Background: an optimization exercise with open tools, aiming at small area, a short achievable clock period and few clock cycles per item. Do not read the settings as production practice. At most, simulation tests tie the RTL to the original design; equivalence was not proved.

v6:
==> flow/design.v <==
package rhc_pkg;
  localparam logic [7:0]  HUE_FULL       = 8'd240;
  localparam logic [16:0] HUE_WRAP       = 17'd65295;
  typedef enum logic [2:0] {
    REG_HUE_LOW    = 3'd0,
    REG_HUE_HIGH   = 3'd1,
    REG_SAT_LOW    = 3'd2,
    REG_SAT_HIGH   = 3'd3,
    REG_LIGHT_LOW  = 3'd4,
    REG_LIGHT_HIGH = 3'd5
  } cfg_reg_t;
endpackage
module rhc_pipe #(
  parameter int W  = 1,
  parameter bit EN = 1'b1
) (
  input  logic         clk,
  input  logic [W-1:0] d,
  output logic [W-1:0] q
);
  if (EN) begin : g_reg
    always_ff @(posedge clk) q <= d;
  end else begin : g_wire
    assign q = d;
  end
endmodule
module rhc_vpipe #(
  parameter bit EN = 1'b1
) (
  input  logic clk,
  input  logic rst_n,
  input  logic d,
  output logic q
);
  if (EN) begin : g_reg
    always_ff @(posedge clk) begin
      if (!rst_n) q <= 1'b0;
      else        q <= d;
    end
  end else begin : g_wire
    assign q = d;
  end
endmodule
import rhc_pkg::*;
module rgb565_hsl_color_classifier (
  input  logic        clk,
  input  logic        rst_n,
  input  logic        start,
  output logic        busy,
  input  logic [15:0] in_pixel,
  output logic        out_valid,
  output logic [7:0]  out_hue,
  output logic [7:0]  out_lightness,
  output logic [7:0]  out_saturation,
  output logic        out_match,
  input  logic        cfg_we,
  input  logic [2:0]  cfg_index,
  input  logic [15:0] cfg_data
);
  logic [15:0] hue_low_r, hue_high_r;
  logic [7:0]  sat_low_r, sat_high_r, light_low_r, light_high_r;
  always_ff @(posedge clk) begin
    if (!rst_n) begin
      hue_low_r    <= 16'd65496;
      hue_high_r   <= 16'd40;
      sat_low_r    <= 8'd90;
      sat_high_r   <= 8'd180;
      light_low_r  <= 8'd0;
      light_high_r <= 8'd80;
    end else if (cfg_we) begin
      case (cfg_index)
        REG_HUE_LOW:    hue_low_r    <= cfg_data;
        REG_HUE_HIGH:   hue_high_r   <= cfg_data;
        REG_SAT_LOW:    sat_low_r    <= cfg_data[7:0];
        REG_SAT_HIGH:   sat_high_r   <= cfg_data[7:0];
        REG_LIGHT_LOW:  light_low_r  <= cfg_data[7:0];
        REG_LIGHT_HIGH: light_high_r <= cfg_data[7:0];
        default: ;
      endcase
    end
  end
  assign busy = 1'b0;
  logic [5:0] cr, cg, cb;
  assign cr = {in_pixel[15:11], 1'b0};
  assign cg = in_pixel[10:5];
  assign cb = {in_pixel[4:0], 1'b0};
  logic        v1;
  logic [15:0] px_1;
  logic        ge_rg_1, ge_rb_1, ge_gb_1;
  always_ff @(posedge clk) begin
    if (!rst_n) v1 <= 1'b0;
    else        v1 <= start;
  end
  always_ff @(posedge clk) begin
    px_1    <= in_pixel;
    ge_rg_1 <= (cr >= cg);
    ge_rb_1 <= (cr >= cb);
    ge_gb_1 <= (cg >= cb);
  end
  logic [5:0] r_1, g_1, b_1, mx, mn, md;
  logic [1:0] sel_a;    
  logic       neg_a;
  logic [5:0] a_b, d_b;
  logic [6:0] s_b;
  always_comb begin
    r_1 = {px_1[15:11], 1'b0};
    g_1 = px_1[10:5];
    b_1 = {px_1[4:0], 1'b0};
    if (ge_rg_1 && ge_rb_1) begin
      mx = r_1;
      sel_a = ge_gb_1 ? 2'd0 : 2'd1;
      neg_a = !ge_gb_1;
      mn = ge_gb_1 ? b_1 : g_1;
      md = ge_gb_1 ? g_1 : b_1;
    end else if (ge_gb_1) begin
      mx = g_1;
      sel_a = 2'd2;
      neg_a = ge_rb_1 && !(r_1 == b_1);    
      mn = ge_rb_1 ? b_1 : r_1;
      md = ge_rb_1 ? r_1 : b_1;
    end else begin
      mx = b_1;
      sel_a = 2'd3;
      neg_a = !ge_rg_1;                     
      mn = ge_rg_1 ? g_1 : r_1;
      md = ge_rg_1 ? r_1 : g_1;
    end
    a_b = md - mn;
    d_b = mx - mn;
    s_b = {1'b0, mx} + {1'b0, mn};
  end
  logic       v2;
  logic [1:0] sel_2;
  logic       neg_2;
  logic [5:0] a_2, d_2;
  logic [6:0] s_2;
  always_ff @(posedge clk) begin
    if (!rst_n) v2 <= 1'b0;
    else        v2 <= v1;
  end
  always_ff @(posedge clk) begin
    {sel_2, neg_2, a_2, d_2, s_2} <= {sel_a, neg_a, a_b, d_b, s_b};
  end
  logic [8:0]  hnum_c;     
  logic [5:0]  hden_c;
  logic [9:0]  d15_c;      
  logic [11:0] snum_c;     
  logic        sflag_c;    
  logic [7:0]  sden_c;
  always_comb begin
    hnum_c = {1'b0, a_2, 2'b0} + {3'b0, a_2};
    hden_c = {d_2[5:1], d_2[0] | (d_2 == 6'd0)};
    d15_c  = {d_2, 4'b0} - {4'b0, d_2};
    sflag_c = !s_2[6] || (s_2[5:0] == 6'd0);
    sden_c = sflag_c ? {s_2 == 7'd0, s_2} : {~s_2[5:0], 2'b11};
    snum_c = sflag_c ? {2'b0, d15_c} : {d15_c, 2'b0};
  end
  function automatic logic [9:0] sub_bk(input logic [8:0] x, input logic [8:0] y,
                                        input int w);
    logic [8:0] p, g, pp, gg;
    logic [9:0] r;
    p  = x ^ ~y;
    g  = x & ~y;
    gg = g;
    pp = p;
    gg[0] = g[0] | p[0];            
    for (int i = 1; (1 << i) <= 16; i++) begin
      for (int j = (1 << i) - 1; j < w; j = j + (1 << i)) begin
        gg[j] = gg[j] | (pp[j] & gg[j - (1 << (i - 1))]);
        pp[j] = pp[j] & pp[j - (1 << (i - 1))];
      end
    end
    for (int i = 4; i > 0; i--) begin
      for (int j = (1 << i) + (1 << (i - 1)) - 1; j < w; j = j + (1 << i)) begin
        gg[j] = gg[j] | (pp[j] & gg[j - (1 << (i - 1))]);
        pp[j] = pp[j] & pp[j - (1 << (i - 1))];
      end
    end
    r = '0;
    r[0] = p[0] ^ 1'b1;
    for (int j = 1; j < w; j++) r[j] = p[j] ^ gg[j-1];
    r[w] = gg[w-1];
    sub_bk = r;
  endfunction
  logic        vr    [9];
  logic [1:0]  selr  [9];
  logic        negr  [9];
  logic        sflr  [9];
  logic [15:0] srem  [9];
  logic [7:0]  sden  [9];
  logic [7:0]  sq    [9];
  logic [11:0] hrem  [9];
  logic [5:0]  hden  [9];
  logic [5:0]  hq    [9];
  always_ff @(posedge clk) begin
    if (!rst_n) vr[0] <= 1'b0;
    else        vr[0] <= v2;
  end
  always_ff @(posedge clk) begin
    selr[0] <= sel_2;
    negr[0] <= neg_2;
    sflr[0] <= sflag_c;
    srem[0][15:4] <= snum_c;
    sden[0] <= sden_c;
    hrem[0][11:3] <= hnum_c;
    hden[0] <= hden_c;
  end
  assign srem[0][3:0] = '0;
  assign hrem[0][2:0] = '0;
  assign sq[0] = '0;
  assign hq[0] = '0;
  logic [7:0] hue_9, light_10;
  logic [7:0] hue_10;
  logic       hue_ok_10;
  for (genvar i = 0; i < 8; i++) begin : g_row
    localparam int SK = 7 - i;
    localparam int HK = 5 - i;
    logic [8:0]  s_top;
    logic [9:0]  s_dif;
    logic        s_take;
    logic [7:0]  s_rem;
    assign s_top  = srem[i][SK+8:SK];
    logic [9:0] s_r;
    assign s_r    = sub_bk(s_top, {1'b0, sden[i]}, 9);
    assign s_dif  = {1'b0, s_r[8:0]};
    assign s_take = s_r[9];
    assign s_rem  = s_take ? s_dif[7:0] : s_top[7:0];
    always_ff @(posedge clk) begin
      if (!rst_n) vr[i+1] <= 1'b0;
      else        vr[i+1] <= vr[i];
    end
    always_ff @(posedge clk) begin
      sq[i+1] <= {sq[i][6:0], s_take};
    end
    if (SK > 0) begin : g_scarry
      always_ff @(posedge clk) begin
        selr[i+1] <= selr[i];
        negr[i+1] <= negr[i];
        sflr[i+1] <= sflr[i];
        sden[i+1] <= sden[i];
        srem[i+1][SK+7:SK] <= s_rem;
      end
      if (SK > 4) begin : g_slo
        always_ff @(posedge clk) srem[i+1][SK-1:4] <= srem[i][SK-1:4];
      end
      if (SK > 0) begin : g_slo0
        assign srem[i+1][(SK > 4 ? 4 : SK)-1:0] = '0;
      end
      assign srem[i+1][15:SK+8] = '0;
    end else begin : g_slast
      assign srem[i+1] = '0;
      assign sden[i+1] = '0;
      assign sflr[i+1] = 1'b0;
      assign selr[i+1] = '0;
      assign negr[i+1] = 1'b0;
    end
    if (i < 6) begin : g_hue
      logic [6:0] h_top;
      logic [7:0] h_dif;
      logic       h_take;
      logic [5:0] h_rem;
      assign h_top  = hrem[i][HK+6:HK];
      logic [9:0] h_r;
      assign h_r    = sub_bk({2'b0, h_top}, {3'b0, hden[i]}, 7);
      assign h_dif  = {1'b0, h_r[6:0]};
      assign h_take = h_r[7];
      assign h_rem  = h_take ? h_dif[5:0] : h_top[5:0];
      always_ff @(posedge clk) hq[i+1] <= {hq[i][4:0], h_take};
      if (HK > 0) begin : g_hcarry
        always_ff @(posedge clk) begin
          hden[i+1] <= hden[i];
          hrem[i+1][HK+5:HK] <= h_rem;
        end
        if (HK > 3) begin : g_hlo
          always_ff @(posedge clk) hrem[i+1][HK-1:3] <= hrem[i][HK-1:3];
        end
        assign hrem[i+1][(HK > 3 ? 3 : HK)-1:0] = '0;
        assign hrem[i+1][11:HK+6] = '0;
      end else begin : g_hlast
        assign hrem[i+1] = '0;
        assign hden[i+1] = '0;
      end
    end else begin : g_hue_done
      assign hrem[i+1] = '0;
      assign hden[i+1] = '0;
      assign hq[i+1]   = '0;
    end
  end
  logic [7:0] ofs_h;
  always_comb begin
    case (selr[6])
      2'd0:    ofs_h = 8'd0;
      2'd1:    ofs_h = 8'd240;
      2'd2:    ofs_h = 8'd80;
      default: ofs_h = 8'd160;
    endcase
    hue_9 = negr[6] ? ofs_h - {2'b0, hq[6]} : ofs_h + {2'b0, hq[6]};
  end
  logic [7:0] hue_r9;
  always_ff @(posedge clk) hue_r9 <= hue_9;
  logic [6:0]  s_rec;
  logic [14:0] light_prod;
  always_comb begin
    s_rec = sflr[7] ? sden[7][6:0] : {1'b1, ~sden[7][7:2]};
    light_prod = {s_rec, 8'b0} - {4'b0, s_rec, 4'b0} + {8'b0, s_rec};   
    light_10 = light_prod[14:7];
  end
  logic       lo_small, hi_small, wrap, lo_top, hi_mid, hi_top;
  logic [7:0] lo_m, hi_m;
  logic       hue_inside, hue_wrap_lo, hue_wrap_hi;
  always_comb begin
    lo_small = (hue_low_r[15:8] == 8'd0);
    hi_small = (hue_high_r[15:8] == 8'd0);
    wrap     = (hue_high_r < hue_low_r);
    lo_top   = (hue_low_r >= 16'hFF0F);             
    lo_m     = hue_low_r[7:0] - 8'h0F;
    hi_mid   = (hue_high_r > 16'd240) && (hue_high_r < 16'd496);
    hi_top   = (hue_high_r >= 16'd496);             
    hi_m     = hue_high_r[7:0] - 8'd240;
    hue_inside  = lo_small && (hue_r9 > hue_low_r[7:0]) &&
                  (!hi_small || (hue_r9 < hue_high_r[7:0]));
    hue_wrap_lo = wrap && ((!hi_small || (hue_r9 < hue_high_r[7:0])) ||
                           !lo_top || (hue_r9 > lo_m));
    hue_wrap_hi = !wrap && (hi_top || (hi_mid && (hue_r9 < hi_m)));
  end
  logic [7:0] light_11;
  always_ff @(posedge clk) begin
    hue_10    <= hue_r9;
    light_11  <= light_10;
    hue_ok_10 <= hue_inside || hue_wrap_lo || hue_wrap_hi;
  end
  logic [7:0] sat_11;
  logic       match_m;
  assign sat_11  = sq[8];
  assign match_m = hue_ok_10 && (light_11 > light_low_r) && (light_11 < light_high_r) &&
                   (sat_11 > sat_low_r) && (sat_11 < sat_high_r);
  always_ff @(posedge clk) begin
    if (!rst_n) out_valid <= 1'b0;
    else        out_valid <= vr[8];
  end
  always_ff @(posedge clk) begin
    out_hue        <= hue_10;
    out_lightness  <= light_11;
    out_saturation <= sat_11;
    out_match      <= match_m;
  end
endmodule
make LEC_CHECK=0 CAP_MARGIN=20 CORE_MARGIN=2 CORE_UTILIZATION=40 CTS_CLUSTER_DIAMETER=80 CTS_CLUSTER_SIZE=28 PLACE_DENSITY=0.6 SETUP_SLACK_MARGIN=3.9 SLEW_MARGIN=20 finish   # period 6.0 ns
run.sh (not shown) runs the stock make flow with config.mk's settings and CLKGATE_MAP_FILE= SYNTH_SCRIPT=/design/flow/synth_recipe.tcl, a recipe that flattens the netlist after the stock synthesis.
v6: flow completed, timing, DRC and antenna clean
Here is what was changed in the inputs of v7 compared with v6.
diff --git a/flow/design.v b/flow/design.v
--- a/flow/design.v
+++ b/flow/design.v
@@ -1,6 +1,5 @@
 package rhc_pkg;
   localparam logic [7:0]  HUE_FULL       = 8'd240;
-  localparam logic [16:0] HUE_WRAP       = 17'd65295;
   typedef enum logic [2:0] {
     REG_HUE_LOW    = 3'd0,
     REG_HUE_HIGH   = 3'd1,
@@ -305,29 +304,43 @@
     light_prod = {s_rec, 8'b0} - {4'b0, s_rec, 4'b0} + {8'b0, s_rec};   
     light_10 = light_prod[14:7];
   end
-  logic       lo_small, hi_small, wrap, lo_top, hi_mid, hi_top;
-  logic [7:0] lo_m, hi_m;
-  logic       hue_inside, hue_wrap_lo, hue_wrap_hi;
+  logic [8:0] hue_e, hue_c;
+  logic       hue_and;
+  logic       lo_hi0, hi_hi0, lo_ff;
   always_comb begin
-    lo_small = (hue_low_r[15:8] == 8'd0);
-    hi_small = (hue_high_r[15:8] == 8'd0);
-    wrap     = (hue_high_r < hue_low_r);
-    lo_top   = (hue_low_r >= 16'hFF0F);             
-    lo_m     = hue_low_r[7:0] - 8'h0F;
-    hi_mid   = (hue_high_r > 16'd240) && (hue_high_r < 16'd496);
-    hi_top   = (hue_high_r >= 16'd496);             
-    hi_m     = hue_high_r[7:0] - 8'd240;
-    hue_inside  = lo_small && (hue_r9 > hue_low_r[7:0]) &&
-                  (!hi_small || (hue_r9 < hue_high_r[7:0]));
-    hue_wrap_lo = wrap && ((!hi_small || (hue_r9 < hue_high_r[7:0])) ||
-                           !lo_top || (hue_r9 > lo_m));
-    hue_wrap_hi = !wrap && (hi_top || (hi_mid && (hue_r9 < hi_m)));
+    lo_hi0 = (hue_low_r[15:8] == 8'h00);
+    hi_hi0 = (hue_high_r[15:8] == 8'h00);
+    lo_ff  = (hue_low_r[15:8] == 8'hFF);
+    if (hue_high_r < hue_low_r) begin
+      hue_and = 1'b0;
+      hue_c   = hi_hi0 ? {1'b0, hue_high_r[7:0]} : 9'd256;
+      hue_e   = (lo_ff && hue_low_r[7:0] >= 8'd15) ? {1'b0, hue_low_r[7:0] - 8'd14} : 9'd0;
+    end else begin
+      hue_and = hi_hi0 && hue_high_r[7:0] <= 8'd240;
+      hue_e   = lo_hi0 ? {1'b0, hue_low_r[7:0]} + 9'd1 : 9'd256;
+      if (hi_hi0 && hue_high_r[7:0] <= 8'd240)
+        hue_c = {1'b0, hue_high_r[7:0]};
+      else if (hue_high_r[15:9] == 7'd0 && hue_high_r[8:0] < 9'd496)
+        hue_c = hue_high_r[8:0] - 9'd240;
+      else
+        hue_c = 9'd256;
+    end
   end
+  logic [8:0] hue_e_r, hue_c_r;
+  logic       hue_and_r;
+  always_ff @(posedge clk) begin
+    hue_e_r   <= hue_e;
+    hue_c_r   <= hue_c;
+    hue_and_r <= hue_and;
+  end
+  logic hue_ge, hue_lt;
+  assign hue_ge = {1'b0, hue_r9} >= hue_e_r;
+  assign hue_lt = {1'b0, hue_r9} <  hue_c_r;
   logic [7:0] light_11;
   always_ff @(posedge clk) begin
     hue_10    <= hue_r9;
     light_11  <= light_10;
-    hue_ok_10 <= hue_inside || hue_wrap_lo || hue_wrap_hi;
+    hue_ok_10 <= hue_and_r ? (hue_ge && hue_lt) : (hue_ge || hue_lt);
   end
   logic [7:0] sat_11;
   logic       match_m;
On reported max-cap violation count, v6 tracks v7 almost exactly.
The final worst-path cycle share of v7 is lower than that of v6.
Fmax (lower): v6
Taking v6 as the reference point, the multiplexer area fraction after synthesis of v7 rises by 1.0 points.
The higher worst endpoint data arrival time of v6 and v7 is in v6.
For v6, the worst setup path startpoint was hue_low_r[0], unlike v7, where it was out_saturation[1].
Testbench counts of v7, summed over its fixed seeds: cycles 24,096, pixels 24,000.
Only the layout flow was run in v6; the RTL was not checked for function there.

afterwards: timing with drivers on the ports:
In the flow no input, the clock included, has a driving cell. The finished layouts below were timed again as built, in two steps. Step 1 (the two cells are an assumption about what drives the block):
set clk [get_ports {clk}]
set_driving_cell -lib_cell sky130_fd_sc_hd__clkbuf_16 $clk
set_driving_cell -lib_cell sky130_fd_sc_hd__buf_2 [delete_from_list [all_inputs] $clk]
Step 2 times the ports against the registers' clock, not the clock port: input delays grow and output delays shrink by t, the midpoint of the rising clock arrivals with the driver on. a / b / c = ideal ports / drivers / drivers and shift; a / b = the first two.
| run | t, ns | setup WS [ns] | worst setup path at the end |
|---|---|---|---|
| v6 | 0.619 | 3.664 / 3.664 / 3.384 | input to register |
| v7 | 0.629 | 3.746 / 3.690 / 3.426 | input to register |
After both steps setup and hold are still met in every run listed. For v7, which loses most, drivers alone change the setup slack by -0.056 ns; drivers and shift together by -0.320 ns.
